This design comes from an exercise in tuning for small area, a short achievable clock period and few clock cycles per item on the open sky130 flow, not from production work.
In this exercise RTL edits were held to simulation tests only and were not proved equivalent to the original.
Power is estimated from default activity; no workload was simulated.

Setup of alpha:
// gc_trigger_policy_unit
module gc_trigger_policy_unit
#(
  parameter int TOTAL_WIDTH   = gtp_pkg::TOTAL_WIDTH_DEF,
  parameter int COUNTER_WIDTH = gtp_pkg::COUNTER_WIDTH_DEF,
  parameter int PEAK_CAP      = gtp_pkg::PEAK_CAP_DEF
) (
  input  logic                  clk,
  input  logic                  rst_n,
  input  logic                  cfg_we,
  input  logic [gtp_pkg::SPP_W-1:0]      cfg_wdata,
  input  logic                  in_valid,
  output logic                  in_ready,
  input  logic [gtp_pkg::CMD_W-1:0]      in_cmd,
  input  logic [gtp_pkg::TOTAL_IN_W-1:0] in_allocated_total,
  input  logic [gtp_pkg::SLOT_W-1:0]     in_swept_slots,
  input  logic [gtp_pkg::PAGE_W-1:0]     in_empty_pages,
  input  logic [gtp_pkg::SLOT_W-1:0]     in_final_slots,
  input  logic [gtp_pkg::OBJ_W-1:0]      in_old_objects,
  input  logic [gtp_pkg::OBJ_W-1:0]      in_old_limit,
  input  logic [gtp_pkg::OBJ_W-1:0]      in_shady_objects,
  input  logic [gtp_pkg::OBJ_W-1:0]      in_shady_limit,
  input  logic                  in_became_major,
  output logic                  out_valid,
  input  logic                  out_ready,
  output logic [gtp_pkg::ACT_W-1:0]      out_action,
  output logic                  out_enabled,
  output logic [gtp_pkg::CNT_OUT_W-1:0]  out_major_tally,
  output logic [gtp_pkg::CNT_OUT_W-1:0]  out_minor_tally,
  output logic [gtp_pkg::CNT_OUT_W-1:0]  out_sweep_tally,
  output logic [gtp_pkg::CNT_OUT_W-1:0]  out_total_count
);
For scale: about 6600 cells after synthesis, ~1100 flip-flops, ~420 I/O pins, roughly 0.064 mm^2 of cells after synthesis.
export LEC_CHECK = 0
export CAP_MARGIN = 20
export CORE_MARGIN = 2
export CORE_UTILIZATION = 40
export CTS_BUF_LIST = sky130_fd_sc_hd__clkbuf_16
export CTS_CLUSTER_DIAMETER = 80
export CTS_CLUSTER_SIZE = 30
export SLEW_MARGIN = 20
create_clock -name core_clock -period 10.0 [get_ports {clk}]
standard.sh (not shown) runs the stock make flow with config.mk's settings and CLKGATE_MAP_FILE= SYNTH_SCRIPT=/design/flow/synth_recipe.tcl, a recipe that flattens the netlist after the stock synthesis.
==> flow/flow/run.sh <==
#!/bin/bash
# The standard layout (the standard flow's synthesis, clock and constraints), with two
# changes to how it is built: the port buffers are the small, fast buf_1
# (every port still gets one), and timing repair aims 6.5 ns below the clock
# period instead of at it.
set -euo pipefail
bash standard.sh SETUP_SLACK_MARGIN=6.5 "BUFFER_PORTS_ARGS=-buffer_cell sky130_fd_sc_hd__buf_1" finish > standard.log 2>&1
alpha finished every step from synthesis to the final layout, and the layout passed the timing, design-rule and antenna checks.
Testbench counts of alpha, summed over its fixed seeds: cycles 9,648, items 9,600.
[inputs] beta vs alpha
diff --git a/flow/design.v b/flow/design.v
--- a/flow/design.v
+++ b/flow/design.v
@@ -81,47 +81,45 @@
     end
   end
   assign in_ready = in_ready_r;
   logic        rst_q;           
   logic        i_v;
   logic [2:0]  i_cmd;
   logic [47:0] i_total;
   logic [31:0] i_swept, i_fin;
   logic [19:0] i_pages;
   logic [31:0] i_oobj, i_olim, i_sobj, i_slim;
   logic        i_became;
-  logic        w1_we, w2_we;
-  logic [15:0] w1_wd, w2_wd;
+  logic        w1_we;
+  logic [15:0] w1_wd;
   always_ff @(posedge clk) begin
     rst_q    <= ~rst_n;
     i_v      <= rst_n & acc;
     i_cmd    <= in_cmd;
     i_total  <= in_allocated_total;
     i_swept  <= in_swept_slots;
     i_fin    <= in_final_slots;
     i_pages  <= in_empty_pages;
     i_oobj   <= in_old_objects;
     i_olim   <= in_old_limit;
     i_sobj   <= in_shady_objects;
     i_slim   <= in_shady_limit;
     i_became <= in_became_major;
     w1_we    <= cfg_we & rst_n;
     w1_wd    <= cfg_wdata;
-    w2_we    <= w1_we;
-    w2_wd    <= w1_wd;
   end
   logic [7:0]  a_bo, a_bt, a_bn;
   logic        a_b8;
   logic [7:0]  w_bo, w_bt, w_bn;
   logic [17:0] w_y;
-  assign w_y = {1'b0, w2_wd, 1'b0};      
+  assign w_y = {1'b0, w1_wd, 1'b0};      
   always_comb begin
     for (int k = 0; k < 8; k++) begin
       w_bn[k] = w_y[2*k+2] & ~(w_y[2*k+1] & w_y[2*k]);
       w_bo[k] = w_y[2*k+1] ^ w_y[2*k];
       w_bt[k] = (w_y[2*k+2] & ~w_y[2*k+1] & ~w_y[2*k]) | (~w_y[2*k+2] & w_y[2*k+1] & w_y[2*k]);
     end
   end
   localparam logic [24:0] BOOTH_RST = 25'h00a1e00;
   logic        armed_r, pending_r;
   logic [47:0] prev_r, start_r;
   logic a_s, a_m, a_w, a_r, a_o, a_c;
@@ -131,23 +129,23 @@
   assign a_r = i_v & (i_cmd == gtp_pkg::CMD_RUN);
   assign a_o = i_v & (i_cmd == gtp_pkg::CMD_MINOR_OUT);
   assign a_c = i_v & (i_cmd == gtp_pkg::CMD_CLEAR);
   always_ff @(posedge clk) begin
     if (rst_q) begin
       {a_b8, a_bn, a_bt, a_bo} <= BOOTH_RST;
       armed_r   <= 1'b0;
       pending_r <= 1'b0;
       prev_r    <= '0;
       start_r   <= '0;
     end else begin
-      if (w2_we) {a_b8, a_bn, a_bt, a_bo} <= {w2_wd[15], w_bn, w_bt, w_bo};
+      if (w1_we) {a_b8, a_bn, a_bt, a_bo} <= {w1_wd[15], w_bn, w_bt, w_bo};
       if (a_r) armed_r <= 1'b1;
       if (armed_r && a_m) pending_r <= 1'b1;
       if (armed_r && a_w) pending_r <= 1'b0;
       if (armed_r && a_s) start_r <= i_total;
       if (a_r) prev_r <= i_total;
     end
   end
   logic [47:0] a_d;
   assign a_d = i_total - prev_r;
   logic [47:0] a_row0, a_row1, a_row2;
   wire mt1 = (((a_bo[0] & i_pages[10]) | (a_bt[0] & i_pages[9])) ^ a_bn[0]) ^ (((a_bo[1] & i_pages[8]) | (a_bt[1] & i_pages[7])) ^ a_bn[1]);
Notes after the runs:
- Looking at end point of the critical path, the b_row1[24] result is from beta; the mean_r[43] one comes from alpha.
- For the non-clock buffer total of the final layout, beta came in 0.79% lower than alpha did.
- beta ended up with a lower relative area of clock buffers and inverters in the final design than alpha did.
- Share of total power in combinational logic on beta is down relative to alpha.
- Quantity of gates resized following cts shrinks by more than 10% when moving from alpha to beta.
- Summary of the comparison: number of antenna violations at the first check in global routing is lower in beta, relative to alpha.
- STATUS worst relative slew slack: beta wins against alpha
- Against alpha, beta reports a required time reported for the critical path endpoint that is lower.
- The estimated power of beta ends up lower than the estimate for alpha.
- beta: combined global-route utilization of all metal layers is 0.32 points higher than what alpha reported.
- On cell leakage power, alpha and beta are neck and neck.
- alpha ended up with mean_r[3] as its source of the critical timing path; beta ended up with i_pages[15].
- beta ends up with lower final area than alpha does.
- beta vs. alpha: worst hold slack after final layout now sits higher; via count moved up; final-layout clock buffer total -about 6%.
Testbench counts of beta, summed over its fixed seeds: cycles 9,648, items 9,600.

==> port drivers added, routing unchanged <==
In the flow no input, the clock included, has a driving cell. The finished layouts below were timed again as built, in two steps. Step 1: set_driving_cell puts a clkbuf_16 on clk and a buf_2 on each other input, an assumption about the parent block. Step 2 times the ports against the registers' clock, not the clock port: input delays grow and output delays shrink by t, the midpoint of the rising clock arrivals with the driver on. a / b / c = no drivers / after step 1 / after step 2; a / b = the first two.
run | t, ns | setup slack, ns | worst setup path after step 2
alpha | 0.793 | 6.454 / 6.454 / 5.960 | input to register
beta | 0.786 | 6.509 / 6.449 / 6.031 | input to register
After both steps every run listed still meets setup and hold. The setup slack of alpha, which loses most, moves by 0.000 ns with the drivers and by -0.494 ns with both steps.
